Context: an optimization exercise on an open-source flow, tuned for small area, a short achievable clock period and few clock cycles. The choices shown serve that exercise and are no tape-out recipe.
Only simulation tests tie the RTL to the original design; equivalence was not proved.
Power and IR drop assume default switching activity.

[design/flow/flow/run.sh]
#!/bin/bash
set -euo pipefail
export SETUP_SLACK_MARGIN=10.0
export BUFFER_PORTS_ARGS="-buffer_cell sky130_fd_sc_hd__buf_4"
bash standard.sh > standard.log 2>&1
[design/flow/constraint.sdc]
create_clock -name core_clock -period 14.0 [get_ports {clk}]
set_input_delay 2.8000 -clock core_clock [delete_from_list [all_inputs] [get_ports {clk}]]
set_output_delay 2.8000 -clock core_clock [all_outputs]
set_load 0.01 [all_outputs]
[design/flow/design.v]
package pcpi_mmul_pkg;
  localparam logic [6:0] OPC_CUSTOM0 = 7'b0001011;
  localparam logic [2:0] F3_WRITE = 3'b000;
  localparam logic [2:0] F3_READ  = 3'b010;
  localparam logic [2:0] F3_RUN   = 3'b111;
  localparam logic [2:0] F3_CLEAR = 3'b101;
  localparam logic [7:0] REG_A      = 8'h00;
  localparam logic [7:0] REG_B      = 8'h40;
  localparam logic [7:0] REG_BIAS   = 8'h80;
  localparam logic [7:0] REG_THRESH = 8'hC0;
  typedef enum logic [1:0] {
    S_IDLE,
    S_RESP,
    S_RUN,
    S_DONE
  } state_t;
endpackage
module pcpi_mmul_pe (
  input  logic [16:0] a,
  input  logic [7:0] one,
  input  logic [7:0] two,
  input  logic [7:0] neg,
  input  logic [32:0] x0,
  input  logic [32:0] x1,
  output logic [32:0] s,
  output logic [32:0] c
);
  wire neg0 = neg[0];
  wire one0 = one[0];
  wire two0 = two[0];
  wire [17:0] pp0 = ({18{one0}} & {a[16], a} | {18{two0}} & {a, 1'b0}) ^ {18{neg0}};
  wire neg1 = neg[1];
  wire one1 = one[1];
  wire two1 = two[1];
  wire [17:0] pp1 = ({18{one1}} & {a[16], a} | {18{two1}} & {a, 1'b0}) ^ {18{neg1}};
  wire neg2 = neg[2];
  wire one2 = one[2];
  wire two2 = two[2];
  wire [17:0] pp2 = ({18{one2}} & {a[16], a} | {18{two2}} & {a, 1'b0}) ^ {18{neg2}};
  wire neg3 = neg[3];
  wire one3 = one[3];
  wire two3 = two[3];
  wire [17:0] pp3 = ({18{one3}} & {a[16], a} | {18{two3}} & {a, 1'b0}) ^ {18{neg3}};
  wire neg4 = neg[4];
  wire one4 = one[4];
  wire two4 = two[4];
  wire [17:0] pp4 = ({18{one4}} & {a[16], a} | {18{two4}} & {a, 1'b0}) ^ {18{neg4}};
  wire neg5 = neg[5];
  wire one5 = one[5];
  wire two5 = two[5];
  wire [17:0] pp5 = ({18{one5}} & {a[16], a} | {18{two5}} & {a, 1'b0}) ^ {18{neg5}};
  wire neg6 = neg[6];
  wire one6 = one[6];
  wire two6 = two[6];
  wire [17:0] pp6 = ({18{one6}} & {a[16], a} | {18{two6}} & {a, 1'b0}) ^ {18{neg6}};
  wire neg7 = neg[7];
  wire one7 = one[7];
  wire two7 = two[7];
  wire [17:0] pp7 = ({18{one7}} & {a[16], a} | {18{two7}} & {a, 1'b0}) ^ {18{neg7}};
  wire s1;
  wire c2;
  assign s1 = pp0[12] ^ pp1[10];
  assign c2 = pp0[12] & pp1[10];
  wire s3;
  wire c4;
  assign s3 = pp0[13] ^ pp1[11];
  assign c4 = pp0[13] & pp1[11];
  wire s5;
  wire c6;
  assign s5 = pp0[14] ^ pp1[12] ^ pp2[10];
  assign c6 = (pp0[14] & pp1[12]) | (pp0[14] & pp2[10]) | (pp1[12] & pp2[10]);
  wire s7;
  wire c8;
  assign s7 = pp3[8] ^ pp4[6];
  assign c8 = pp3[8] & pp4[6];
  wire s9;
  wire c10;
  assign s9 = pp0[15] ^ pp1[13] ^ pp2[11];
  assign c10 = (pp0[15] & pp1[13]) | (pp0[15] & pp2[11]) | (pp1[13] & pp2[11]);
  wire s11;
  wire c12;
  assign s11 = pp3[9] ^ pp4[7];
  assign c12 = pp3[9] & pp4[7];
  wire s13;
  wire c14;
  assign s13 = pp0[16] ^ pp1[14] ^ pp2[12];
  assign c14 = (pp0[16] & pp1[14]) | (pp0[16] & pp2[12]) | (pp1[14] & pp2[12]);
  wire s15;
  wire c16;
  assign s15 = pp3[10] ^ pp4[8];
  assign c16 = pp3[10] & pp4[8];
  wire s17;
  wire c18;
  assign s17 = ~pp0[17] ^ pp1[15] ^ pp2[13];
  assign c18 = (~pp0[17] & pp1[15]) | (~pp0[17] & pp2[13]) | (pp1[15] & pp2[13]);
  wire s19;
  wire c20;
  assign s19 = pp3[11] ^ pp4[9] ^ pp5[7];
  assign c20 = (pp3[11] & pp4[9]) | (pp3[11] & pp5[7]) | (pp4[9] & pp5[7]);
  wire s21;
  wire c22;
  assign s21 = pp1[16] ^ pp2[14] ^ pp3[12];
  assign c22 = (pp1[16] & pp2[14]) | (pp1[16] & pp3[12]) | (pp2[14] & pp3[12]);
  wire s23;
  wire c24;
  assign s23 = pp4[10] ^ pp5[8];
  assign c24 = pp4[10] & pp5[8];
  wire s25;
  wire c26;
  assign s25 = ~pp1[17] ^ pp2[15] ^ pp3[13];
  assign c26 = (~pp1[17] & pp2[15]) | (~pp1[17] & pp3[13]) | (pp2[15] & pp3[13]);
  wire s27;
  wire c28;
  assign s27 = pp2[16] ^ pp3[14];
  assign c28 = pp2[16] & pp3[14];
  wire s29;
  wire c30;
  assign s29 = pp0[6] ^ pp1[4];
  assign c30 = pp0[6] & pp1[4];
  wire s31;
  wire c32;
  assign s31 = pp0[7] ^ pp1[5];
  assign c32 = pp0[7] & pp1[5];
  wire s33;
  wire c34;
  assign s33 = pp0[8] ^ pp1[6] ^ pp2[4];
  assign c34 = (pp0[8] & pp1[6]) | (pp0[8] & pp2[4]) | (pp1[6] & pp2[4]);
  wire s35;
  wire c36;
  assign s35 = pp3[2] ^ pp4[0];
  assign c36 = pp3[2] & pp4[0];
  wire s37;
  wire c38;
  assign s37 = pp0[9] ^ pp1[7] ^ pp2[5];
  assign c38 = (pp0[9] & pp1[7]) | (pp0[9] & pp2[5]) | (pp1[7] & pp2[5]);
  wire s39;
  wire c40;
  assign s39 = pp3[3] ^ pp4[1];
  assign c40 = pp3[3] & pp4[1];
  wire s41;
  wire c42;
  assign s41 = pp0[10] ^ pp1[8] ^ pp2[6];
  assign c42 = (pp0[10] & pp1[8]) | (pp0[10] & pp2[6]) | (pp1[8] & pp2[6]);
  wire s43;
  wire c44;
  assign s43 = pp3[4] ^ pp4[2] ^ pp5[0];
  assign c44 = (pp3[4] & pp4[2]) | (pp3[4] & pp5[0]) | (pp4[2] & pp5[0]);
  wire s45;
  wire c46;
  assign s45 = neg5 ^ x0[10];
  assign c46 = neg5 & x0[10];
  wire s47;
  wire c48;
  assign s47 = pp0[11] ^ pp1[9] ^ pp2[7];
  assign c48 = (pp0[11] & pp1[9]) | (pp0[11] & pp2[7]) | (pp1[9] & pp2[7]);
  wire s49;
  wire c50;
  assign s49 = pp3[5] ^ pp4[3] ^ pp5[1];
  assign c50 = (pp3[5] & pp4[3]) | (pp3[5] & pp5[1]) | (pp4[3] & pp5[1]);
  wire s51;
  wire c52;
  assign s51 = x0[11] ^ x1[11];
  assign c52 = x0[11] & x1[11];
  wire s53;
  wire c54;
  assign s53 = s1 ^ pp2[8] ^ pp3[6];
  assign c54 = (s1 & pp2[8]) | (s1 & pp3[6]) | (pp2[8] & pp3[6]);
  wire s55;
  wire c56;
  assign s55 = pp4[4] ^ pp5[2] ^ pp6[0];
  assign c56 = (pp4[4] & pp5[2]) | (pp4[4] & pp6[0]) | (pp5[2] & pp6[0]);
  wire s57;
  wire c58;
  assign s57 = neg6 ^ x0[12] ^ x1[12];
  assign c58 = (neg6 & x0[12]) | (neg6 & x1[12]) | (x0[12] & x1[12]);
  wire s59;
  wire c60;
  assign s59 = c2 ^ s3 ^ pp2[9];
  assign c60 = (c2 & s3) | (c2 & pp2[9]) | (s3 & pp2[9]);
  wire s61;
  wire c62;
  assign s61 = pp3[7] ^ pp4[5] ^ pp5[3];
  assign c62 = (pp3[7] & pp4[5]) | (pp3[7] & pp5[3]) | (pp4[5] & pp5[3]);
  wire s63;
  wire c64;
  assign s63 = pp6[1] ^ x0[13] ^ x1[13];
  assign c64 = (pp6[1] & x0[13]) | (pp6[1] & x1[13]) | (x0[13] & x1[13]);
  wire s65;
  wire c66;
  assign s65 = c4 ^ s5 ^ s7;
  assign c66 = (c4 & s5) | (c4 & s7) | (s5 & s7);
  wire s67;
  wire c68;
  assign s67 = pp5[4] ^ pp6[2] ^ pp7[0];
  assign c68 = (pp5[4] & pp6[2]) | (pp5[4] & pp7[0]) | (pp6[2] & pp7[0]);
  wire s69;
  wire c70;
  assign s69 = neg7 ^ x0[14] ^ x1[14];
  assign c70 = (neg7 & x0[14]) | (neg7 & x1[14]) | (x0[14] & x1[14]);
  wire s71;
  wire c72;
  assign s71 = c6 ^ c8 ^ s9;
  assign c72 = (c6 & c8) | (c6 & s9) | (c8 & s9);
  wire s73;
  wire c74;
  assign s73 = s11 ^ pp5[5] ^ pp6[3];
  assign c74 = (s11 & pp5[5]) | (s11 & pp6[3]) | (pp5[5] & pp6[3]);
  wire s75;
  wire c76;
  assign s75 = pp7[1] ^ x0[15] ^ x1[15];
  assign c76 = (pp7[1] & x0[15]) | (pp7[1] & x1[15]) | (x0[15] & x1[15]);
  wire s77;
  wire c78;
  assign s77 = c10 ^ c12 ^ s13;
  assign c78 = (c10 & c12) | (c10 & s13) | (c12 & s13);
  wire s79;
  wire c80;
  assign s79 = s15 ^ pp5[6] ^ pp6[4];
  assign c80 = (s15 & pp5[6]) | (s15 & pp6[4]) | (pp5[6] & pp6[4]);
  wire s81;
  wire c82;
  assign s81 = pp7[2] ^ x0[16] ^ x1[16];
  assign c82 = (pp7[2] & x0[16]) | (pp7[2] & x1[16]) | (x0[16] & x1[16]);
  wire s83;
  wire c84;
  assign s83 = c14 ^ c16 ^ s17;
  assign c84 = (c14 & c16) | (c14 & s17) | (c16 & s17);
  wire s85;
  wire c86;
  assign s85 = s19 ^ pp6[5] ^ pp7[3];
  assign c86 = (s19 & pp6[5]) | (s19 & pp7[3]) | (pp6[5] & pp7[3]);
  wire s87;
  wire c88;
  assign s87 = x0[17] ^ x1[17] ^ 1'b1;
  assign c88 = (x0[17] & x1[17]) | (x0[17] & 1'b1) | (x1[17] & 1'b1);
  wire s89;
  wire c90;
  assign s89 = c18 ^ c20 ^ s21;
  assign c90 = (c18 & c20) | (c18 & s21) | (c20 & s21);
  wire s91;
  wire c92;
  assign s91 = s23 ^ pp6[6] ^ pp7[4];
  assign c92 = (s23 & pp6[6]) | (s23 & pp7[4]) | (pp6[6] & pp7[4]);
  wire s93;
  wire c94;
  assign s93 = x0[18] ^ x1[18] ^ 1'b1;
  assign c94 = (x0[18] & x1[18]) | (x0[18] & 1'b1) | (x1[18] & 1'b1);
  wire s95;
  wire c96;
  assign s95 = c22 ^ c24 ^ s25;
  assign c96 = (c22 & c24) | (c22 & s25) | (c24 & s25);
  wire s97;
  wire c98;
  assign s97 = pp4[11] ^ pp5[9] ^ pp6[7];
  assign c98 = (pp4[11] & pp5[9]) | (pp4[11] & pp6[7]) | (pp5[9] & pp6[7]);
  wire s99;
  wire c100;
  assign s99 = pp7[5] ^ x0[19] ^ x1[19];
  assign c100 = (pp7[5] & x0[19]) | (pp7[5] & x1[19]) | (x0[19] & x1[19]);
  wire s101;
  wire c102;
  assign s101 = c26 ^ s27 ^ pp4[12];
  assign c102 = (c26 & s27) | (c26 & pp4[12]) | (s27 & pp4[12]);
  wire s103;
  wire c104;
  assign s103 = pp5[10] ^ pp6[8] ^ pp7[6];
  assign c104 = (pp5[10] & pp6[8]) | (pp5[10] & pp7[6]) | (pp6[8] & pp7[6]);
  wire s105;
  wire c106;
  assign s105 = x0[20] ^ x1[20] ^ 1'b1;
  assign c106 = (x0[20] & x1[20]) | (x0[20] & 1'b1) | (x1[20] & 1'b1);
  wire s107;
  wire c108;
  assign s107 = c28 ^ ~pp2[17] ^ pp3[15];
  assign c108 = (c28 & ~pp2[17]) | (c28 & pp3[15]) | (~pp2[17] & pp3[15]);
  wire s109;
  wire c110;
  assign s109 = pp4[13] ^ pp5[11] ^ pp6[9];
  assign c110 = (pp4[13] & pp5[11]) | (pp4[13] & pp6[9]) | (pp5[11] & pp6[9]);
  wire s111;
  wire c112;
  assign s111 = pp7[7] ^ x0[21] ^ x1[21];
  assign c112 = (pp7[7] & x0[21]) | (pp7[7] & x1[21]) | (x0[21] & x1[21]);
  wire s113;
  wire c114;
  assign s113 = pp3[16] ^ pp4[14] ^ pp5[12];
  assign c114 = (pp3[16] & pp4[14]) | (pp3[16] & pp5[12]) | (pp4[14] & pp5[12]);
  wire s115;
  wire c116;
  assign s115 = pp6[10] ^ pp7[8] ^ x0[22];
  assign c116 = (pp6[10] & pp7[8]) | (pp6[10] & x0[22]) | (pp7[8] & x0[22]);
  wire s117;
  wire c118;
  assign s117 = x1[22] ^ 1'b1;
  assign c118 = x1[22] & 1'b1;
  wire s119;
  wire c120;
  assign s119 = ~pp3[17] ^ pp4[15] ^ pp5[13];
  assign c120 = (~pp3[17] & pp4[15]) | (~pp3[17] & pp5[13]) | (pp4[15] & pp5[13]);
  wire s121;
  wire c122;
  assign s121 = pp6[11] ^ pp7[9] ^ x0[23];
  assign c122 = (pp6[11] & pp7[9]) | (pp6[11] & x0[23]) | (pp7[9] & x0[23]);
  wire s123;
  wire c124;
  assign s123 = pp4[16] ^ pp5[14] ^ pp6[12];
  assign c124 = (pp4[16] & pp5[14]) | (pp4[16] & pp6[12]) | (pp5[14] & pp6[12]);
  wire s125;
  wire c126;
  assign s125 = pp7[10] ^ x0[24];
  assign c126 = pp7[10] & x0[24];
  wire s127;
  wire c128;
  assign s127 = ~pp4[17] ^ pp5[15] ^ pp6[13];
  assign c128 = (~pp4[17] & pp5[15]) | (~pp4[17] & pp6[13]) | (pp5[15] & pp6[13]);
  wire s129;
  wire c130;
  assign s129 = pp5[16] ^ pp6[14];
  assign c130 = pp5[16] & pp6[14];
  wire s131;
  wire c132;
  assign s131 = pp0[2] ^ pp1[0];
  assign c132 = pp0[2] & pp1[0];
  wire s133;
  wire c134;
  assign s133 = pp0[3] ^ pp1[1];
  assign c134 = pp0[3] & pp1[1];
  wire s135;
  wire c136;
  assign s135 = pp0[4] ^ pp1[2] ^ pp2[0];
  assign c136 = (pp0[4] & pp1[2]) | (pp0[4] & pp2[0]) | (pp1[2] & pp2[0]);
  wire s137;
  wire c138;
  assign s137 = neg2 ^ x0[4];
  assign c138 = neg2 & x0[4];
  wire s139;
  wire c140;
  assign s139 = pp0[5] ^ pp1[3] ^ pp2[1];
  assign c140 = (pp0[5] & pp1[3]) | (pp0[5] & pp2[1]) | (pp1[3] & pp2[1]);
  wire s141;
  wire c142;
  assign s141 = x0[5] ^ x1[5];
  assign c142 = x0[5] & x1[5];
  wire s143;
  wire c144;
  assign s143 = s29 ^ pp2[2] ^ pp3[0];
  assign c144 = (s29 & pp2[2]) | (s29 & pp3[0]) | (pp2[2] & pp3[0]);
  wire s145;
  wire c146;
  assign s145 = neg3 ^ x0[6] ^ x1[6];
  assign c146 = (neg3 & x0[6]) | (neg3 & x1[6]) | (x0[6] & x1[6]);
  wire s147;
  wire c148;
  assign s147 = c30 ^ s31 ^ pp2[3];
  assign c148 = (c30 & s31) | (c30 & pp2[3]) | (s31 & pp2[3]);
  wire s149;
  wire c150;
  assign s149 = pp3[1] ^ x0[7] ^ x1[7];
  assign c150 = (pp3[1] & x0[7]) | (pp3[1] & x1[7]) | (x0[7] & x1[7]);
  wire s151;
  wire c152;
  assign s151 = c32 ^ s33 ^ s35;
  assign c152 = (c32 & s33) | (c32 & s35) | (s33 & s35);
  wire s153;
  wire c154;
  assign s153 = neg4 ^ x0[8] ^ x1[8];
  assign c154 = (neg4 & x0[8]) | (neg4 & x1[8]) | (x0[8] & x1[8]);
  wire s155;
  wire c156;
  assign s155 = c34 ^ c36 ^ s37;
  assign c156 = (c34 & c36) | (c34 & s37) | (c36 & s37);
  wire s157;
  wire c158;
  assign s157 = s39 ^ x0[9] ^ x1[9];
  assign c158 = (s39 & x0[9]) | (s39 & x1[9]) | (x0[9] & x1[9]);
  wire s159;
  wire c160;
  assign s159 = c38 ^ c40 ^ s41;
  assign c160 = (c38 & c40) | (c38 & s41) | (c40 & s41);
  wire s161;
  wire c162;
  assign s161 = s43 ^ s45 ^ x1[10];
  assign c162 = (s43 & s45) | (s43 & x1[10]) | (s45 & x1[10]);
  wire s163;
  wire c164;
  assign s163 = c42 ^ c44 ^ c46;
  assign c164 = (c42 & c44) | (c42 & c46) | (c44 & c46);
  wire s165;
  wire c166;
  assign s165 = s47 ^ s49 ^ s51;
  assign c166 = (s47 & s49) | (s47 & s51) | (s49 & s51);
  wire s167;
  wire c168;
  assign s167 = c48 ^ c50 ^ c52;
  assign c168 = (c48 & c50) | (c48 & c52) | (c50 & c52);
  wire s169;
  wire c170;
  assign s169 = s53 ^ s55 ^ s57;
  assign c170 = (s53 & s55) | (s53 & s57) | (s55 & s57);
  wire s171;
  wire c172;
  assign s171 = c54 ^ c56 ^ c58;
  assign c172 = (c54 & c56) | (c54 & c58) | (c56 & c58);
  wire s173;
  wire c174;
  assign s173 = s59 ^ s61 ^ s63;
  assign c174 = (s59 & s61) | (s59 & s63) | (s61 & s63);
  wire s175;
  wire c176;
  assign s175 = c60 ^ c62 ^ c64;
  assign c176 = (c60 & c62) | (c60 & c64) | (c62 & c64);
  wire s177;
  wire c178;
  assign s177 = s65 ^ s67 ^ s69;
  assign c178 = (s65 & s67) | (s65 & s69) | (s67 & s69);
  wire s179;
  wire c180;
  assign s179 = c66 ^ c68 ^ c70;
  assign c180 = (c66 & c68) | (c66 & c70) | (c68 & c70);
  wire s181;
  wire c182;
  assign s181 = s71 ^ s73 ^ s75;
  assign c182 = (s71 & s73) | (s71 & s75) | (s73 & s75);
  wire s183;
  wire c184;
  assign s183 = c72 ^ c74 ^ c76;
  assign c184 = (c72 & c74) | (c72 & c76) | (c74 & c76);
  wire s185;
  wire c186;
  assign s185 = s77 ^ s79 ^ s81;
  assign c186 = (s77 & s79) | (s77 & s81) | (s79 & s81);
  wire s187;
  wire c188;
  assign s187 = c78 ^ c80 ^ c82;
  assign c188 = (c78 & c80) | (c78 & c82) | (c80 & c82);
  wire s189;
  wire c190;
  assign s189 = s83 ^ s85 ^ s87;
  assign c190 = (s83 & s85) | (s83 & s87) | (s85 & s87);
  wire s191;
  wire c192;
  assign s191 = c84 ^ c86 ^ c88;
  assign c192 = (c84 & c86) | (c84 & c88) | (c86 & c88);
  wire s193;
  wire c194;
  assign s193 = s89 ^ s91 ^ s93;
  assign c194 = (s89 & s91) | (s89 & s93) | (s91 & s93);
  wire s195;
  wire c196;
  assign s195 = c90 ^ c92 ^ c94;
  assign c196 = (c90 & c92) | (c90 & c94) | (c92 & c94);
  wire s197;
  wire c198;
  assign s197 = s95 ^ s97 ^ s99;
  assign c198 = (s95 & s97) | (s95 & s99) | (s97 & s99);
  wire s199;
  wire c200;
  assign s199 = c96 ^ c98 ^ c100;
  assign c200 = (c96 & c98) | (c96 & c100) | (c98 & c100);
  wire s201;
  wire c202;
  assign s201 = s101 ^ s103 ^ s105;
  assign c202 = (s101 & s103) | (s101 & s105) | (s103 & s105);
  wire s203;
  wire c204;
  assign s203 = c102 ^ c104 ^ c106;
  assign c204 = (c102 & c104) | (c102 & c106) | (c104 & c106);
  wire s205;
  wire c206;
  assign s205 = s107 ^ s109 ^ s111;
  assign c206 = (s107 & s109) | (s107 & s111) | (s109 & s111);
  wire s207;
  wire c208;
  assign s207 = c108 ^ c110 ^ c112;
  assign c208 = (c108 & c110) | (c108 & c112) | (c110 & c112);
  wire s209;
  wire c210;
  assign s209 = s113 ^ s115 ^ s117;
  assign c210 = (s113 & s115) | (s113 & s117) | (s115 & s117);
  wire s211;
  wire c212;
  assign s211 = c114 ^ c116 ^ c118;
  assign c212 = (c114 & c116) | (c114 & c118) | (c116 & c118);
  wire s213;
  wire c214;
  assign s213 = s119 ^ s121 ^ x1[23];
  assign c214 = (s119 & s121) | (s119 & x1[23]) | (s121 & x1[23]);
  wire s215;
  wire c216;
  assign s215 = c120 ^ c122 ^ s123;
  assign c216 = (c120 & c122) | (c120 & s123) | (c122 & s123);
  wire s217;
  wire c218;
  assign s217 = s125 ^ x1[24] ^ 1'b1;
  assign c218 = (s125 & x1[24]) | (s125 & 1'b1) | (x1[24] & 1'b1);
  wire s219;
  wire c220;
  assign s219 = c124 ^ c126 ^ s127;
  assign c220 = (c124 & c126) | (c124 & s127) | (c126 & s127);
  wire s221;
  wire c222;
  assign s221 = pp7[11] ^ x0[25] ^ x1[25];
  assign c222 = (pp7[11] & x0[25]) | (pp7[11] & x1[25]) | (x0[25] & x1[25]);
  wire s223;
  wire c224;
  assign s223 = c128 ^ s129 ^ pp7[12];
  assign c224 = (c128 & s129) | (c128 & pp7[12]) | (s129 & pp7[12]);
  wire s225;
  wire c226;
  assign s225 = x0[26] ^ x1[26] ^ 1'b1;
  assign c226 = (x0[26] & x1[26]) | (x0[26] & 1'b1) | (x1[26] & 1'b1);
  wire s227;
  wire c228;
  assign s227 = c130 ^ ~pp5[17] ^ pp6[15];
  assign c228 = (c130 & ~pp5[17]) | (c130 & pp6[15]) | (~pp5[17] & pp6[15]);
  wire s229;
  wire c230;
  assign s229 = pp7[13] ^ x0[27] ^ x1[27];
  assign c230 = (pp7[13] & x0[27]) | (pp7[13] & x1[27]) | (x0[27] & x1[27]);
  wire s231;
  wire c232;
  assign s231 = pp6[16] ^ pp7[14] ^ x0[28];
  assign c232 = (pp6[16] & pp7[14]) | (pp6[16] & x0[28]) | (pp7[14] & x0[28]);
  wire s233;
  wire c234;
  assign s233 = x1[28] ^ 1'b1;
  assign c234 = x1[28] & 1'b1;
  wire s235;
  wire c236;
  assign s235 = ~pp6[17] ^ pp7[15] ^ x0[29];
  assign c236 = (~pp6[17] & pp7[15]) | (~pp6[17] & x0[29]) | (pp7[15] & x0[29]);
  wire s237;
  wire c238;
  assign s237 = pp7[16] ^ x0[30];
  assign c238 = pp7[16] & x0[30];
  wire s239;
  wire c240;
  assign s239 = pp0[0] ^ neg0;
  assign c240 = pp0[0] & neg0;
  wire s241;
  wire c242;
  assign s241 = pp0[1] ^ x0[1];
  assign c242 = pp0[1] & x0[1];
  wire s243;
  wire c244;
  assign s243 = s131 ^ neg1 ^ x0[2];
  assign c244 = (s131 & neg1) | (s131 & x0[2]) | (neg1 & x0[2]);
  wire s245;
  wire c246;
  assign s245 = c132 ^ s133 ^ x0[3];
  assign c246 = (c132 & s133) | (c132 & x0[3]) | (s133 & x0[3]);
  wire s247;
  wire c248;
  assign s247 = c134 ^ s135 ^ s137;
  assign c248 = (c134 & s135) | (c134 & s137) | (s135 & s137);
  wire s249;
  wire c250;
  assign s249 = c136 ^ c138 ^ s139;
  assign c250 = (c136 & c138) | (c136 & s139) | (c138 & s139);
  wire s251;
  wire c252;
  assign s251 = c140 ^ c142 ^ s143;
  assign c252 = (c140 & c142) | (c140 & s143) | (c142 & s143);
  wire s253;
  wire c254;
  assign s253 = c144 ^ c146 ^ s147;
  assign c254 = (c144 & c146) | (c144 & s147) | (c146 & s147);
  wire s255;
  wire c256;
  assign s255 = c148 ^ c150 ^ s151;
  assign c256 = (c148 & c150) | (c148 & s151) | (c150 & s151);
  wire s257;
  wire c258;
  assign s257 = c152 ^ c154 ^ s155;
  assign c258 = (c152 & c154) | (c152 & s155) | (c154 & s155);
  wire s259;
  wire c260;
  assign s259 = c156 ^ c158 ^ s159;
  assign c260 = (c156 & c158) | (c156 & s159) | (c158 & s159);
  wire s261;
  wire c262;
  assign s261 = c160 ^ c162 ^ s163;
  assign c262 = (c160 & c162) | (c160 & s163) | (c162 & s163);
  wire s263;
  wire c264;
  assign s263 = c164 ^ c166 ^ s167;
  assign c264 = (c164 & c166) | (c164 & s167) | (c166 & s167);
  wire s265;
  wire c266;
  assign s265 = c168 ^ c170 ^ s171;
  assign c266 = (c168 & c170) | (c168 & s171) | (c170 & s171);
  wire s267;
  wire c268;
  assign s267 = c172 ^ c174 ^ s175;
  assign c268 = (c172 & c174) | (c172 & s175) | (c174 & s175);
  wire s269;
  wire c270;
  assign s269 = c176 ^ c178 ^ s179;
  assign c270 = (c176 & c178) | (c176 & s179) | (c178 & s179);
  wire s271;
  wire c272;
  assign s271 = c180 ^ c182 ^ s183;
  assign c272 = (c180 & c182) | (c180 & s183) | (c182 & s183);
  wire s273;
  wire c274;
  assign s273 = c184 ^ c186 ^ s187;
  assign c274 = (c184 & c186) | (c184 & s187) | (c186 & s187);
  wire s275;
  wire c276;
  assign s275 = c188 ^ c190 ^ s191;
  assign c276 = (c188 & c190) | (c188 & s191) | (c190 & s191);
  wire s277;
  wire c278;
  assign s277 = c192 ^ c194 ^ s195;
  assign c278 = (c192 & c194) | (c192 & s195) | (c194 & s195);
  wire s279;
  wire c280;
  assign s279 = c196 ^ c198 ^ s199;
  assign c280 = (c196 & c198) | (c196 & s199) | (c198 & s199);
  wire s281;
  wire c282;
  assign s281 = c200 ^ c202 ^ s203;
  assign c282 = (c200 & c202) | (c200 & s203) | (c202 & s203);
  wire s283;
  wire c284;
  assign s283 = c204 ^ c206 ^ s207;
  assign c284 = (c204 & c206) | (c204 & s207) | (c206 & s207);
  wire s285;
  wire c286;
  assign s285 = c208 ^ c210 ^ s211;
  assign c286 = (c208 & c210) | (c208 & s211) | (c210 & s211);
  wire s287;
  wire c288;
  assign s287 = c212 ^ c214 ^ s215;
  assign c288 = (c212 & c214) | (c212 & s215) | (c214 & s215);
  wire s289;
  wire c290;
  assign s289 = c216 ^ c218 ^ s219;
  assign c290 = (c216 & c218) | (c216 & s219) | (c218 & s219);
  wire s291;
  wire c292;
  assign s291 = c220 ^ c222 ^ s223;
  assign c292 = (c220 & c222) | (c220 & s223) | (c222 & s223);
  wire s293;
  wire c294;
  assign s293 = c224 ^ c226 ^ s227;
  assign c294 = (c224 & c226) | (c224 & s227) | (c226 & s227);
  wire s295;
  wire c296;
  assign s295 = c228 ^ c230 ^ s231;
  assign c296 = (c228 & c230) | (c228 & s231) | (c230 & s231);
  wire s297;
  wire c298;
  assign s297 = c232 ^ c234 ^ s235;
  assign c298 = (c232 & c234) | (c232 & s235) | (c234 & s235);
  wire s299;
  wire c300;
  assign s299 = c236 ^ s237 ^ x1[30];
  assign c300 = (c236 & s237) | (c236 & x1[30]) | (s237 & x1[30]);
  wire s301;
  wire c302;
  assign s301 = c238 ^ ~pp7[17] ^ x0[31];
  assign c302 = (c238 & ~pp7[17]) | (c238 & x0[31]) | (~pp7[17] & x0[31]);
  wire s303;
  wire c304;
  assign s303 = x0[32] ^ x1[32];
  assign c304 = x0[32] & x1[32];
  wire s305;
  wire c306;
  assign s305 = s239 ^ x0[0];
  assign c306 = s239 & x0[0];
  wire s307;
  wire c308;
  assign s307 = c240 ^ s241 ^ x1[1];
  assign c308 = (c240 & s241) | (c240 & x1[1]) | (s241 & x1[1]);
  wire s309;
  wire c310;
  assign s309 = c242 ^ s243 ^ x1[2];
  assign c310 = (c242 & s243) | (c242 & x1[2]) | (s243 & x1[2]);
  wire s311;
  wire c312;
  assign s311 = c244 ^ s245 ^ x1[3];
  assign c312 = (c244 & s245) | (c244 & x1[3]) | (s245 & x1[3]);
  wire s313;
  wire c314;
  assign s313 = c246 ^ s247 ^ x1[4];
  assign c314 = (c246 & s247) | (c246 & x1[4]) | (s247 & x1[4]);
  wire s315;
  wire c316;
  assign s315 = c248 ^ s249 ^ s141;
  assign c316 = (c248 & s249) | (c248 & s141) | (s249 & s141);
  wire s317;
  wire c318;
  assign s317 = c250 ^ s251 ^ s145;
  assign c318 = (c250 & s251) | (c250 & s145) | (s251 & s145);
  wire s319;
  wire c320;
  assign s319 = c252 ^ s253 ^ s149;
  assign c320 = (c252 & s253) | (c252 & s149) | (s253 & s149);
  wire s321;
  wire c322;
  assign s321 = c254 ^ s255 ^ s153;
  assign c322 = (c254 & s255) | (c254 & s153) | (s255 & s153);
  wire s323;
  wire c324;
  assign s323 = c256 ^ s257 ^ s157;
  assign c324 = (c256 & s257) | (c256 & s157) | (s257 & s157);
  wire s325;
  wire c326;
  assign s325 = c258 ^ s259 ^ s161;
  assign c326 = (c258 & s259) | (c258 & s161) | (s259 & s161);
  wire s327;
  wire c328;
  assign s327 = c260 ^ s261 ^ s165;
  assign c328 = (c260 & s261) | (c260 & s165) | (s261 & s165);
  wire s329;
  wire c330;
  assign s329 = c262 ^ s263 ^ s169;
  assign c330 = (c262 & s263) | (c262 & s169) | (s263 & s169);
  wire s331;
  wire c332;
  assign s331 = c264 ^ s265 ^ s173;
  assign c332 = (c264 & s265) | (c264 & s173) | (s265 & s173);
  wire s333;
  wire c334;
  assign s333 = c266 ^ s267 ^ s177;
  assign c334 = (c266 & s267) | (c266 & s177) | (s267 & s177);
  wire s335;
  wire c336;
  assign s335 = c268 ^ s269 ^ s181;
  assign c336 = (c268 & s269) | (c268 & s181) | (s269 & s181);
  wire s337;
  wire c338;
  assign s337 = c270 ^ s271 ^ s185;
  assign c338 = (c270 & s271) | (c270 & s185) | (s271 & s185);
  wire s339;
  wire c340;
  assign s339 = c272 ^ s273 ^ s189;
  assign c340 = (c272 & s273) | (c272 & s189) | (s273 & s189);
  wire s341;
  wire c342;
  assign s341 = c274 ^ s275 ^ s193;
  assign c342 = (c274 & s275) | (c274 & s193) | (s275 & s193);
  wire s343;
  wire c344;
  assign s343 = c276 ^ s277 ^ s197;
  assign c344 = (c276 & s277) | (c276 & s197) | (s277 & s197);
  wire s345;
  wire c346;
  assign s345 = c278 ^ s279 ^ s201;
  assign c346 = (c278 & s279) | (c278 & s201) | (s279 & s201);
  wire s347;
  wire c348;
  assign s347 = c280 ^ s281 ^ s205;
  assign c348 = (c280 & s281) | (c280 & s205) | (s281 & s205);
  wire s349;
  wire c350;
  assign s349 = c282 ^ s283 ^ s209;
  assign c350 = (c282 & s283) | (c282 & s209) | (s283 & s209);
  wire s351;
  wire c352;
  assign s351 = c284 ^ s285 ^ s213;
  assign c352 = (c284 & s285) | (c284 & s213) | (s285 & s213);
  wire s353;
  wire c354;
  assign s353 = c286 ^ s287 ^ s217;
  assign c354 = (c286 & s287) | (c286 & s217) | (s287 & s217);
  wire s355;
  wire c356;
  assign s355 = c288 ^ s289 ^ s221;
  assign c356 = (c288 & s289) | (c288 & s221) | (s289 & s221);
  wire s357;
  wire c358;
  assign s357 = c290 ^ s291 ^ s225;
  assign c358 = (c290 & s291) | (c290 & s225) | (s291 & s225);
  wire s359;
  wire c360;
  assign s359 = c292 ^ s293 ^ s229;
  assign c360 = (c292 & s293) | (c292 & s229) | (s293 & s229);
  wire s361;
  wire c362;
  assign s361 = c294 ^ s295 ^ s233;
  assign c362 = (c294 & s295) | (c294 & s233) | (s295 & s233);
  wire s363;
  wire c364;
  assign s363 = c296 ^ s297 ^ x1[29];
  assign c364 = (c296 & s297) | (c296 & x1[29]) | (s297 & x1[29]);
  wire s365;
  wire c366;
  assign s365 = c298 ^ s299 ^ 1'b1;
  assign c366 = (c298 & s299) | (c298 & 1'b1) | (s299 & 1'b1);
  wire s367;
  wire c368;
  assign s367 = c300 ^ s301 ^ x1[31];
  assign c368 = (c300 & s301) | (c300 & x1[31]) | (s301 & x1[31]);
  wire s369;
  wire c370;
  assign s369 = c302 ^ s303 ^ 1'b1;
  assign c370 = (c302 & s303) | (c302 & 1'b1) | (s303 & 1'b1);
  assign s = {c368, c366, c364, c362, c360, c358, c356, c354, c352, c350, c348, c346, c344, c342, c340, c338, c336, c334, c332, c330, c328, c326, c324, c322, c320, c318, c316, c314, c312, c310, c308, c306, s305};
  assign c = {s369, s367, s365, s363, s361, s359, s357, s355, s353, s351, s349, s347, s345, s343, s341, s339, s337, s335, s333, s331, s329, s327, s325, s323, s321, s319, s317, s315, s313, s311, s309, s307, x1[0]};
endmodule
module pcpi_systolic_mmul #(
  parameter int N    = 3,
  parameter int DW   = 16,
  parameter int ACCW = 2*DW+$clog2(N)+1
) (
  input  logic        clk,
  input  logic        resetn,
  input  logic        pcpi_valid,
  input  logic [31:0] pcpi_insn,
  input  logic [31:0] pcpi_rs1,
  input  logic [31:0] pcpi_rs2,
  output logic        pcpi_wr,
  output logic [31:0] pcpi_rd,
  output logic        pcpi_wait,
  output logic        pcpi_ready
);
  localparam int NN = 9;
  localparam int PW = 33;
  logic [15:0]   a_m    [NN];
  logic [15:0]   b_m    [NN];
  logic [15:0]   thresh;
  logic [PW-1:0] cp     [NN];
  logic [PW-1:0] c_m    [NN];    
  logic          c_zero;         
  function automatic logic [31:0] sat32(input logic [PW-1:0] v);
    if (v[32] != v[31]) sat32 = v[32] ? 32'h8000_0000 : 32'h7fff_ffff;
    else                sat32 = v[31:0];
  endfunction
  function automatic logic [8:0] rot_row(input logic [8:0] x);
    rot_row = {x[7:6], x[8], x[4:3], x[5], x[1:0], x[2]};
  endfunction
  function automatic logic [8:0] rot_col(input logic [8:0] x);
    rot_col = {x[5:0], x[8:6]};
  endfunction
  logic [2:0] f3;
  logic       is_op, blocked;
  logic       f_write, f_read, f_run, f_clear, accept;
  assign f3      = pcpi_insn[14:12];
  assign is_op   = pcpi_valid && (pcpi_insn[6:0] == pcpi_mmul_pkg::OPC_CUSTOM0) && !blocked;
  assign f_write = is_op && (f3 == pcpi_mmul_pkg::F3_WRITE);
  assign f_read  = is_op && (f3 == pcpi_mmul_pkg::F3_READ);
  assign f_run   = is_op && (f3 == pcpi_mmul_pkg::F3_RUN);
  assign f_clear = is_op && (f3 == pcpi_mmul_pkg::F3_CLEAR);
  assign accept  = f_write || f_read || f_run || f_clear;
  logic [7:0] idx;
  logic [8:0] idx_oh;      
  logic       hi_zero, w_ok;
  assign idx     = pcpi_rs1[7:0];
  assign hi_zero = (pcpi_rs1[31:8] == '0);
  always_comb
    for (int k = 0; k < NN; k++) idx_oh[k] = (idx[3:0] == 4'(k));
  assign w_ok    = hi_zero && (((idx[7:6] != 2'b11) && (idx[5:4] == 2'b00) && (|idx_oh))
                               || (idx == pcpi_mmul_pkg::REG_THRESH));
  logic [PW-1:0] rd_raw;
  logic [31:0]   rd_val;
  always_comb begin
    rd_raw = '0;
    for (int k = 0; k < NN; k++)
      rd_raw = rd_raw | (c_m[k] & {PW{idx_oh[k]}});
    rd_val = sat32(rd_raw);
    if (idx[7:4] != 4'd0 || c_zero) rd_val = '0;
  end
  logic          rst_q;        
  logic          w_pend;       
  logic [1:0]    w_mat;        
  logic [8:0]    w_oh;         
  logic [2:0]    w_r, w_c;     
  logic [15:0]   w_data;       
  logic        s1_act;
  logic [8:0]  s1_tgt;
  logic [8:0] tgt0;
  always_comb
    tgt0 = (w_mat == 2'd0) ? {2'b00, w_r[2], 2'b00, w_r[1], 2'b00, w_r[0]} : {6'd0, w_c};
  logic       nx_isa;          
  logic       nx_bias;         
  logic [1:0] nx_cnt;          
  logic ld0, ld_ab, ld_bias, step, step_bias;
  assign ld0       = w_pend && (w_mat != 2'd3);
  assign ld_ab     = w_pend && !w_mat[1];
  assign ld_bias   = w_pend && (w_mat == 2'd2);
  assign step      = !ld0 && (nx_cnt != 2'd0);
  assign step_bias = step && nx_bias;
  logic [8:0]  sel_a, sel_b;
  logic [15:0] mux_a, mux_b, m_val, op_val;
  logic        m_from_b;
  logic [16:0] delta, mcand;
  always_comb begin
    m_from_b = ld_ab ? (w_mat == 2'd1) : (step && !nx_isa);
    mux_a = '0;
    mux_b = '0;
    for (int k = 0; k < NN; k++) begin
      mux_a = mux_a | ({16{sel_a[k]}} & a_m[k]);
      mux_b = mux_b | ({16{sel_b[k]}} & b_m[k]);
    end
    m_val  = m_from_b ? mux_b : mux_a;
    op_val = m_from_b ? mux_a : mux_b;
    delta  = {w_data[15], w_data} - {m_val[15], m_val};
    mcand  = (ld_bias || step_bias) ? {m_val[15], m_val} : delta;
  end
  logic [7:0] b_one, b_two, b_neg;
  always_comb begin
    for (int i = 0; i < 8; i++) begin
      logic [2:0] d;
      d = {op_val[2*i+1], op_val[2*i], (i == 0) ? 1'b0 : op_val[(i == 0) ? 0 : 2*i-1]};
      b_neg[i] = d[2] & ~(d[1] & d[0]);
      b_one[i] = d[1] ^ d[0];
      b_two[i] = (d == 3'b011) || (d == 3'b100);
    end
  end
  logic [16:0]   s1_delta;
  logic [7:0]    s1_one, s1_two, s1_neg;
  logic [1:0]    s1_xm;
  logic [8:0]    s2_tgt;       
  logic [PW-1:0] s2_s, s2_c, cp_sum;
  logic [PW-1:0] x0, x1, pp_s, pp_c;
  always_comb begin
    x0 = '0;
    for (int k = 0; k < NN; k++)
      x0 = x0 | (cp[k] & {PW{s1_tgt[k] && s1_xm == 2'd0}});
    x0 = x0 | ({{17{w_data[15]}}, w_data} & {PW{s1_xm == 2'd1}})
            | (s2_s & {PW{s1_xm == 2'd2}});
    x1 = s2_c & {PW{s1_xm == 2'd2}};
  end
  pcpi_mmul_pe u_mul (
    .a   (s1_delta),
    .one (s1_one),
    .two (s1_two),
    .neg (s1_neg),
    .x0  (x0),
    .x1  (x1),
    .s   (pp_s),
    .c   (pp_c)
  );
  assign cp_sum = s2_s + s2_c;
  function automatic logic ge16(input logic [15:0] x, input logic [15:0] y);
    logic [15:0] g, q;
    logic [7:0]  g1, q1;
    logic [3:0]  g2, q2;
    logic [1:0]  g3, q3;
    g = x & ~y;
    q = x | ~y;
    for (int i = 0; i < 8; i++) begin
      g1[i] = g[2*i+1] | (q[2*i+1] & g[2*i]);
      q1[i] = q[2*i+1] & q[2*i];
    end
    for (int i = 0; i < 4; i++) begin
      g2[i] = g1[2*i+1] | (q1[2*i+1] & g1[2*i]);
      q2[i] = q1[2*i+1] & q1[2*i];
    end
    for (int i = 0; i < 2; i++) begin
      g3[i] = g2[2*i+1] | (q2[2*i+1] & g2[2*i]);
      q3[i] = q2[2*i+1] & q2[2*i];
    end
    ge16 = g3[1] | (q3[1] & (g3[0] | q3[0]));
  endfunction
  function automatic logic ge_t(input logic [PW-1:0] v, input logic [15:0] t);
    if (v[32:15] == '0 || v[32:15] == '1)
      ge_t = ge16({~v[15], v[14:0]}, {~t[15], t[14:0]});
    else
      ge_t = ~v[32];
  endfunction
  logic [8:0] mask;
  always_comb
    for (int k = 0; k < NN; k++) mask[k] = ge_t(cp[k], thresh);
  logic run_pend, busy, answer;
  assign busy   = w_pend || s1_act || (nx_cnt != '0) || (s2_tgt != '0);
  assign answer = run_pend && !busy;
  always_ff @(posedge clk) begin
    pcpi_wr <= f3[1];
    pcpi_rd <= f3[0] ? {23'd0, mask} : rd_val;
    w_mat   <= idx[7:6];
    w_oh    <= idx_oh;
    w_r     <= {idx_oh[8] | idx_oh[7] | idx_oh[6], idx_oh[5] | idx_oh[4] | idx_oh[3], idx_oh[2] | idx_oh[1] | idx_oh[0]};
    w_c     <= {idx_oh[8] | idx_oh[5] | idx_oh[2], idx_oh[7] | idx_oh[4] | idx_oh[1], idx_oh[6] | idx_oh[3] | idx_oh[0]};
    if (!resetn || f_write) w_data <= resetn ? pcpi_rs2[15:0] : 16'd0;
    if (!resetn) begin
      rst_q      <= 1'b1;
      blocked    <= 1'b0;
      pcpi_ready <= 1'b0;
      pcpi_wait  <= 1'b0;
      run_pend   <= 1'b0;
      w_pend     <= 1'b0;
    end else begin
      rst_q      <= 1'b0;
      pcpi_ready <= f_write || f_read || f_clear || answer;
      if (!pcpi_valid) blocked <= 1'b0;
      if (accept) blocked <= 1'b1;
      w_pend <= f_write && w_ok;
      if (f_run) begin
        run_pend  <= 1'b1;
        pcpi_wait <= 1'b1;
      end
      if (answer) begin
        run_pend  <= 1'b0;
        pcpi_wait <= 1'b0;
      end
    end
  end
  always_ff @(posedge clk) begin
    if (!resetn || f_clear) c_zero <= 1'b1;
    else if (answer)        c_zero <= 1'b0;
    for (int k = 0; k < NN; k++)
      if (answer) c_m[k] <= cp[k];
  end
  always_ff @(posedge clk) begin
    for (int k = 0; k < NN; k++) begin
      if (rst_q || (w_pend && w_mat == 2'd0 && w_oh[k])) a_m[k] <= w_data;
      if (rst_q || (w_pend && w_mat == 2'd1 && w_oh[k])) b_m[k] <= w_data;
    end
    if (rst_q || (w_pend && w_mat == 2'd3)) thresh <= w_data;
  end
  always_ff @(posedge clk) begin
    if (!resetn) begin
      s1_act <= 1'b0;
      nx_cnt <= '0;
    end else if (ld0) begin
      s1_act   <= 1'b1;
      s1_delta <= mcand;
      s1_tgt   <= ld_bias ? w_oh : tgt0;
      s1_xm    <= ld_bias ? 2'd1 : (s1_act && (s1_tgt & tgt0) != '0) ? 2'd2 : 2'd0;
      nx_cnt   <= 2'd2;
      nx_isa   <= (w_mat != 2'd1);
      nx_bias  <= ld_bias;
    end else if (step) begin
      s1_act <= 1'b1;
      if (nx_bias) s1_delta <= mcand;
      s1_tgt <= nx_bias ? s1_tgt : nx_isa ? rot_row(s1_tgt) : rot_col(s1_tgt);
      s1_xm  <= nx_bias ? 2'd2 : 2'd0;
      nx_cnt <= nx_cnt - 2'd1;
    end else begin
      s1_act <= 1'b0;
    end
    s1_one <= b_one;
    s1_two <= b_two;
    s1_neg <= b_neg;
  end
  logic [2:0] i_r, i_c;
  logic       rot_a, rot_b, bias_now;
  always_comb begin
    i_r = {idx_oh[8] | idx_oh[7] | idx_oh[6], idx_oh[5] | idx_oh[4] | idx_oh[3], idx_oh[2] | idx_oh[1] | idx_oh[0]};
    i_c = {idx_oh[8] | idx_oh[5] | idx_oh[2], idx_oh[7] | idx_oh[4] | idx_oh[1], idx_oh[6] | idx_oh[3] | idx_oh[0]};
    rot_a    = ld0 ? (w_mat != 2'd0) : (step && (!nx_isa || nx_bias));
    rot_b    = ld0 ? (w_mat != 2'd1) : (step && nx_isa);
    bias_now = ld0 ? ld_bias : nx_bias;
  end
  always_ff @(posedge clk) begin
    if (f_write) begin
      case (idx[7:6])
        2'd0: begin                                    
          sel_a <= idx_oh;
          sel_b <= {2'b00, i_c[2], 2'b00, i_c[1], 2'b00, i_c[0]};
        end
        2'd1: begin                                    
          sel_a <= {6'd0, i_r};
          sel_b <= idx_oh;
        end
        default: begin                                 
          sel_a <= {2'b00, i_r[2], 2'b00, i_r[1], 2'b00, i_r[0]};
          sel_b <= {6'd0, i_c};
        end
      endcase
    end else begin
      if (rot_a) sel_a <= bias_now ? rot_row(sel_a) : rot_col(sel_a);
      if (rot_b) sel_b <= bias_now ? rot_col(sel_b) : rot_row(sel_b);
    end
  end
  always_ff @(posedge clk) begin
    if (!resetn) begin
      s2_tgt <= '0;
      s2_s   <= '0;
      s2_c   <= '0;
    end else begin
      s2_tgt <= s1_act ? s1_tgt : 9'd0;
      s2_s   <= pp_s;
      s2_c   <= pp_c;
    end
    for (int k = 0; k < NN; k++)
      if (rst_q || s2_tgt[k]) cp[k] <= cp_sum;
  end
endmodule
[design/flow/config.mk]
export PLATFORM = sky130hd
export DESIGN_NAME = pcpi_systolic_mmul
export DESIGN_NICKNAME = pcpi_systolic_mmul
export VERILOG_FILES = /design/flow/design.v
export SDC_FILE = /design/flow/constraint.sdc
export NUM_CORES = 4
export LEC_CHECK = 0
export CAP_MARGIN = 20
export CORE_MARGIN = 2
export CORE_UTILIZATION = 40
export CTS_BUF_LIST = sky130_fd_sc_hd__clkbuf_16
export CTS_CLUSTER_DIAMETER = 60
export CTS_CLUSTER_SIZE = 26
export SLEW_MARGIN = 20
[design/flow/standard.sh]
#!/bin/bash
# synth_recipe.tcl (not shown) runs the flow's synth.tcl, then flattens the netlist and writes it again
# the make line also repeats each setting of config.mk as NAME=value (left out here)
make -C /OpenROAD-flow-scripts/flow DESIGN_CONFIG=/design/flow/config.mk WORK_HOME=/design/flow/orfs CLKGATE_MAP_FILE= SYNTH_SCRIPT=/design/flow/synth_recipe.tcl "${@:-finish}"
==> impl_metrics.json, run 1 <==
{
  "viasPerCell": 6.19,
  "skew_ns": 0.0790,
  "syn_nets": 4355,
  "ys_seq_area_share_pct": 60.7,
  "worstSetupPathType": "in -> reg",
  "firstDrtPassIters": 8,
  "drive_gt1_share_pct": 21.3,
  "grt_antenna_before_repair": 6,
  "synth-edff-count": 962,
  "ir_drop_v": 0.000147,
  "synthCells": 4010,
  "grt_pass1_wl_um": 258000,
  "rsz0062_at_grt": "true",
  "final_common_cell": "edfxtp_1",
  "cts_tree": "built",
  "cp_num_buf_inv": 6,
  "syn_to_final_growth_pct": 20.7,
  "crit_family": "compound AO/OA/AOI/OAI gates",
  "clock_latency_ns": 0.76,
  "hold_viol_final": 0,
  "crit_arrival_ns": 4.71,
  "worstPathMaxFanout": 5,
  "die_h_um": 367,
  "grt_usage_pct": 26.3,
  "htree_levels": 3,
  "cts_hold_buf": 0,
  "grt_start_max_net_pins": 91,
  "cpMaxStageDelayCell": "o31ai_1",
  "grt_pass1_vias": 35465,
  "yosys.area.top_type": "edfxtp_1",
  "cpMostUsedCell": "buf_4",
  "numCtsBuffers": 85,
  "slew-limit-headroom_pct": 19.7,
  "start_util_pct": 40.2,
  "dp_hpwl_um": 116000,
  "yosysWarningCount": 5,
  "synth_cell_types": 79,
  "status": "no timing/DRC/antenna violations",
  "start_kind": "primary input",
  "core_area_mm2": 0.131,
  "slew_violations": 0,
  "synthFlopType": "edfxtp_1",
  "cp_slowest_stage_delay_ns": 0.72,
  "vias": 37775,
  "drc_errors": 0,
  "place_congestion": 0.961,
  "syn_avg_cell_area_um2": 13.2,
  "fin_tns_setup_ns": 0,
  "pin_count": 134,
  "synth.top_cell.area_share_pct": 54.7,
  "wl_per_cell_um": 30.9,
  "fmax_ghz": 0.241,
  "leakagePower_nw": 23.2,
  "root_buffer": "clkbuf_16",
  "async_reset_ff_share_pct": 0,
  "die_area_mm2": 0.135,
  "final_cell_mix": "edfxtp_1 (962), a22oi_1 (284), buf_4 (268)",
  "powerDensity_mw_per_mm2": 240,
  "tightest_slew_ns": 1.20,
  "overflow": 0,
  "nNetsFinal": 4616,
  "setup_viol": 0,
  "drt-initial-drc-count": 5924,
  "cts_buffer_depth": 3,
  "synthTopCellsByArea": "edfxtp_1 (55%), dfxtp_1 (6.0%), fa_1 (5.8%), a22oi_1 (4.1%), xnor2_1 (2.4%)",
  "wirelength_um": 188000,
  "ant_nets": 0,
  "cts.sinks": 1120,
  "die_w_um": 367,
  "ys_seq_elements": 1120,
  "required_ns": 14.56,
  "final_util_pct": 48.5,
  "fin_crit_sh_pct": 29.7,
  "io_buffers": 95,
  "clk_pin_slew_ns": 0.09,
  "path_cells": "buf_16 -> clkinvlp_4 -> buf_4 -> nand2_8 -> buf_4 -> buf_4 -> buf_4 -> o31ai_1 -> a21oi_4 -> a31oi_1",
  "drv_cap": 0,
  "hp-class": "reg -> reg",
  "rows": 133,
  "period_minus_slack_ns": 4.15,
  "end_kind": "register",
  "synth_area_mm2": 0.0528
}
==> cell families (layout without fill, tap and decap cells) <==
kind of cell | count (synthesis) | in the layout | share of synthesized area, %
compound gates | 1031 | 1032 | 14.4
flops | 1120 | 1120 | 60.7
fa+ha+maj | 297 | 297 | 9.00
other cells | 0 | 1 | 0
simple gates | 772 | 778 | 7.50
buf+inv | 541 | 868 | 3.89
xor+xnor | 185 | 185 | 3.07
mux | 64 | 64 | 1.38
==> synthesized netlist by cell type, drive strengths merged (55+ instances only) <==
library cell    n
edfxtp        962
a22oi         289
inv           281
clkbuf        208
nand2         190
dfxtp         158
fa            154
xnor2         146
a221oi        134
nor2          124
o21ai         118
a21oi         117
and2          107
ha             92
a22o           86
nand3          71
nand4          61
a222oi         55
==> report_power, final <==
group / leakage (nW) / switching [W] / total [W] / internal [W]
combinational: 11.1 / 0.00384 / 0.00672 / 0.00288
sequential: 10.6 / 0.00103 / 0.00586 / 0.00483
clock: 1.51 / 0.00143 / 0.00273 / 0.00130
==> sequential cells by signal (all words and copies together) (netlist names), 16 cells and up <==
| register | flops |
|---|---|
| c_m | 297 |
| cp | 297 |
| a_m | 144 |
| b_m | 144 |
| s2_c | 33 |
| s2_s | 33 |
| pcpi_rd | 32 |
| s1_delta | 17 |
| thresh | 16 |
| w_data | 16 |
==> metrics by stage <==
step                power (W)  worst slack (ns)  instances  hold slack (ns)  instance area, um2
finish                 0.0153              9.85       6100            0.471               63700
global route           0.0164              9.80       6099            0.480               63700
CTS                    0.0149              9.83       5975            0.469               61400
detailed placement     0.0119              8.09       5686            0.470               55700
global placement       0.0117              8.10       5686            0.468               55700
floorplan             0.00972              8.36       4010            0.439               53200
==> path summary, 6_finish.rpt <==
kind | start | endpoint | slack [ns] | depth (start not counted)
worst max-delay path | pcpi_rs1[3] | sel_a[3] | 9.85 | 10
worst min-delay path | cp[8][12] | c_m[8][12] | 0.47 | 0
worst max register to register | s1_xm[1] | s2_c[13] | 9.98 | 16
worst min register to register | cp[8][12] | c_m[8][12] | 0.47 | 0
==> layer usage <==
metal / up-vias / GRT usage (%) / wire, um
li1: 15874 / - / -
met5: - / 0 / 37
met2: 2484 / 40.7 / 82200
met4: 6 / 10.4 / 11500
met3: 538 / 5.99 / 22000
met1: 18873 / 35.9 / 72600
==> layout make-up <==
cell class	instances	area, um2
Timing Repair inverter	2	10.0
Timing Repair Buffer	420	4760
Clock buffer	86	2150
Multi-Input combinational cell	2356	20400
Tap cell	1755	2200
Sequential cell	1120	32100
Clock inverter	74	995
Inverter	286	1100
Antenna cell	1	2.50
Fill cell	11222	67600
==> worst register-to-register path: stages, from the launching register on <==
cell and delay [ns]:
edfxtp_1 0.41, buf_12 0.13, nor2_4 0.05, buf_6 0.11
buf_6 0.10, and2_4 0.18, buf_12 0.16, buf_12 0.13
a22o_1 0.19, a221oi_2 0.16, o2111a_2 0.27, fa_2 0.45
fa_2 0.35, fa_1 0.56, inv_2 0.04, fa_2 0.50
and2_1 0.11
==> what timing repair did <==
item	in CTS	in global routing
pin swaps	44	131
gates resized for setup	285	215
gates cloned	25	20
hold endpoints to repair	0	0
endpoints found under the setup margin	428	275
buffers inserted	104	104
Testbench counts, summed over its fixed seeds: cycles 19,035.
==> inputs of run 2 (changes only) <==
--- a/design/flow/config.mk
+++ b/design/flow/config.mk
@@ -7,8 +7,9 @@
 export LEC_CHECK = 0
 export CAP_MARGIN = 20
 export CORE_MARGIN = 2
-export CORE_UTILIZATION = 40
+export CORE_UTILIZATION = 55
 export CTS_BUF_LIST = sky130_fd_sc_hd__clkbuf_16
 export CTS_CLUSTER_DIAMETER = 60
 export CTS_CLUSTER_SIZE = 26
+export PLACE_DENSITY = 0.7
 export SLEW_MARGIN = 20
==> run 2 against run 1 <==
Net effect: still clean; synthesized area stayed put; critical path depth is 1 higher; non-clock buffer count is 45 lower; combinational power is 2% lower; core utilization is 17 points higher; first-iteration DRC count is 7.3% higher; critical endpoint is now pcpi_rd[6]; clock-buffer cell count is 4 higher.
==> impl_metrics.json, run 2 <==
{
  "fin_tns_setup_ns": 0,
  "drc_errors": 0,
  "nNetsFinal": 4571,
  "htree_levels": 3,
  "synthTopCellsByArea": "edfxtp_1 (55%), dfxtp_1 (6.0%), fa_1 (5.8%), a22oi_1 (4.1%), xnor2_1 (2.4%)",
  "required_ns": 14.60,
  "leakagePower_nw": 22.8,
  "ys_seq_area_share_pct": 60.7,
  "synth_area_mm2": 0.0528,
  "die_area_mm2": 0.0985,
  "cts.sinks": 1120,
  "grt_pass1_vias": 35706,
  "synth-edff-count": 962,
  "p_int_w": 0.00897,
  "cts_hold_buf": 0,
  "sw_frac_of_total_pct": 41.2,
  "fmax_ghz": 0.229,
  "core_area_mm2": 0.0950,
  "fin_crit_sh_pct": 31.2,
  "dp_hpwl_um": 114000,
  "grt_usage_pct": 35.4,
  "status": "no timing/DRC/antenna violations",
  "seq_power_share_pct": 38.5,
  "timing.hold.ws_ns": 0.480,
  "tightest_slew_ns": 1.26,
  "cpMaxStageDelayCell": "mux4_2",
  "final_common_cell": "edfxtp_1",
  "path_cells": "buf_12 -> buf_16 -> mux4_2 -> nand2b_4 -> a32oi_4 -> and2b_2 -> nand2b_4 -> buf_4 -> buf_6 -> nand2b_4 -> nand4_1",
  "numCtsBuffers": 87,
  "syn_avg_cell_area_um2": 13.2,
  "async_reset_ff_share_pct": 0,
  "clk_pin_slew_ns": 0.10,
  "period_minus_slack_ns": 4.36,
  "r2r_slack_ns": 9.91,
  "setup_viol": 0,
  "crit_arrival_ns": 4.97,
  "yosysWarningCount": 5,
  "worstPathMaxFanout": 7,
  "grt_pass1_wl_um": 251000,
  "cts_tree": "built",
  "ir_drop_v": 0.000151,
  "slew-limit-headroom_pct": 15.6,
  "clock_latency_ns": 0.73,
  "final_cell_mix": "edfxtp_1 (962), buf_4 (288), a22oi_1 (285)",
  "root_buffer": "clkbuf_16",
  "synth_cell_types": 79,
  "largestRegisters": "c_m: 297 flops, cp: 297 flops",
  "rows": 113,
  "die_h_um": 314,
  "yosys-top-cells-count": "edfxtp_1 (962), a22oi_1 (289), inv_1 (276)",
  "die_w_um": 314,
  "synthCells": 4010,
  "place_congestion": 0.989,
  "viasPerCell": 6.86,
  "skew_ns": 0.0666,
  "drive_gt1_share_pct": 19.3,
  "ant_nets": 0,
  "min_from": "cp[8][12]",
  "hold_depth": 0,
  "wl_per_cell_um": 32.1,
  "p_switching_w": 0.00628,
  "start_util_pct": 55.6,
  "reg2reg_depth": 14,
  "synthFlopType": "edfxtp_1",
  "slew_violations": 0,
  "firstDrtPassIters": 9,
  "fillers": 6857,
  "overflow": 0,
  "wirelength_um": 179000,
  "drv_cap": 0,
  "rsz0062_at_grt": "true",
  "vias": 38188,
  "syn_to_final_growth_pct": 17.5,
  "cts_buffer_depth": 3,
  "cpMostUsedCell": "nand2b_4",
  "hold_viol_final": 0,
  "drt-initial-drc-count": 6355,
  "end_kind": "register",
  "comb_power_share_pct": 43.4,
  "clockPowerShare_pct": 18.1,
  "io_buffers": 95,
  "pin_count": 134,
  "whs_endpoint": "c_m[8][12]",
  "hp-class": "reg -> reg",
  "start_kind": "primary input",
  "synth_most_common_cell": "edfxtp_1",
  "synth.top_cell.area_share_pct": 54.7,
  "worstSetupPathType": "in -> reg",
  "grt_start_max_net_pins": 82,
  "powerDensity_mw_per_mm2": 246,
  "cp_slowest_stage_delay_ns": 0.55,
  "r2r_end": "s2_c[4]",
  "grt_antenna_before_repair": 9,
  "yosys.area.top_type": "edfxtp_1",
  "syn_nets": 4355,
  "timing.rr.start": "s1_xm[0]",
  "ys_seq_elements": 1120
}
## run 2: logic make-up (layout without fill, tap and decap cells)
kind of cell,Yosys count,after routing,synth area share [%]
DFF,1120,1120,60.7
other,0,2,0
buffers and inverters,541,824,3.89
xor gates and xnor gates,185,185,3.07
adders and majority gates,297,297,9.00
AOI/OAI and AO/OA,1031,1032,14.4
and+or+nand+nor,772,778,7.50
muxes,64,64,1.38
## run 2: power groups by stage
| stage | registers (W) | logic [W] | clock network [W] |
|---|---|---|---|
| floorplan | 0.00526 | 0.00446 | 0 |
| global placement | 0.00592 | 0.00570 | 0 |
| detailed placement | 0.00594 | 0.00597 | 0 |
| CTS | 0.00578 | 0.00630 | 0.00277 |
| global route | 0.00590 | 0.00747 | 0.00290 |
| finish | 0.00587 | 0.00661 | 0.00276 |
## run 2: cell type report
class	count	area [um2]	area share (%)
Clock inverter	73	988	1.59
Antenna cell	2	5.00	0.00807
Multi-Input combinational cell	2356	20200	32.6
Clock buffer	90	2250	3.63
Timing Repair Buffer	375	3820	6.16
Inverter	286	1100	1.78
Tap cell	1265	1580	2.55
Sequential cell	1120	32100	51.7
## run 2: worst max path at each step
stage	endpoint	depth (start not counted)	slack, ns	from
finish	pcpi_rd[6]	11	9.64	pcpi_rs1[0]
global route	pcpi_rd[6]	11	9.65	pcpi_rs1[0]
CTS	pcpi_rd[4]	10	9.78	pcpi_rs1[0]
detailed placement	pcpi_rd[1]	9	8.06	pcpi_rs1[2]
global placement	pcpi_rd[0]	8	8.08	pcpi_rs1[1]
floorplan	c_m[0][0]	6	8.36	nx_cnt[0]
## run 2: layer usage
metal / up-vias / track usage, % / wire length (um)
met3: 490 / 8.70 / 25700
li1: 15771 / - / -
met1: 18905 / 49.0 / 64600
met2: 3020 / 54.0 / 79800
met5: - / 0 / 13
met4: 2 / 14.4 / 8800
## run 2: worst max-delay path, delay by kind of cell
kind            cells  cell delay, ns
simple gates        5            0.79
mux                 1            0.55
compound gates      1            0.30
buf+inv             4            0.51
## run 2: metrics by stage
step | cell area, um2 | setup WS [ns] | utilization (%) | cells | power, W
floorplan | 53200 | 8.36 | - | 4010 | 0.00972
global placement | 55000 | 8.08 | 57.8 | 5184 | 0.0116
detailed placement | 55000 | 8.06 | 57.8 | 5184 | 0.0119
CTS | 60200 | 9.78 | 63.4 | 5465 | 0.0149
global route | 62000 | 9.65 | 65.3 | 5565 | 0.0163
finish | 62000 | 9.64 | 65.3 | 5567 | 0.0152
## run 2: repair_timing
action                                  4_1_cts  5_1_grt
pin swaps                                    25       70
endpoints found under the setup margin      284      325
setup buffers                               103       88
cloned                                       15       12
resized for setup                           218      165

-- separate check: timing with driven ports --
The flow's constraints put no driver on any port. The routed layouts listed below were extracted and timed again, unchanged, in two steps.
Step 1: set_driving_cell puts a clkbuf_16 on clk and a buf_2 on each other input, an assumption about the parent block.
Step 2 adds t to the input delays and takes it off the output delays; t is the mean of the earliest and latest rising clock arrival at the registers after step 1. Input paths then give back, and output paths get back, about the clock's delay inside the block.
a / b / c = ideal / step 1 / step 2; a / b = the first two.
run | t (ns) | setup WS [ns] | slew at the worst register clock pin (ns)
run 1 | 0.788 | 9.846 / 9.711 / 8.923 | 0.10 / 0.10
run 2 | 0.766 | 9.637 / 9.575 / 8.809 | 0.10 / 0.10
After both steps setup and hold are still met in every run listed. For run 1, which loses most, drivers alone change the setup slack by -0.135 ns; drivers and shift together by -0.923 ns.
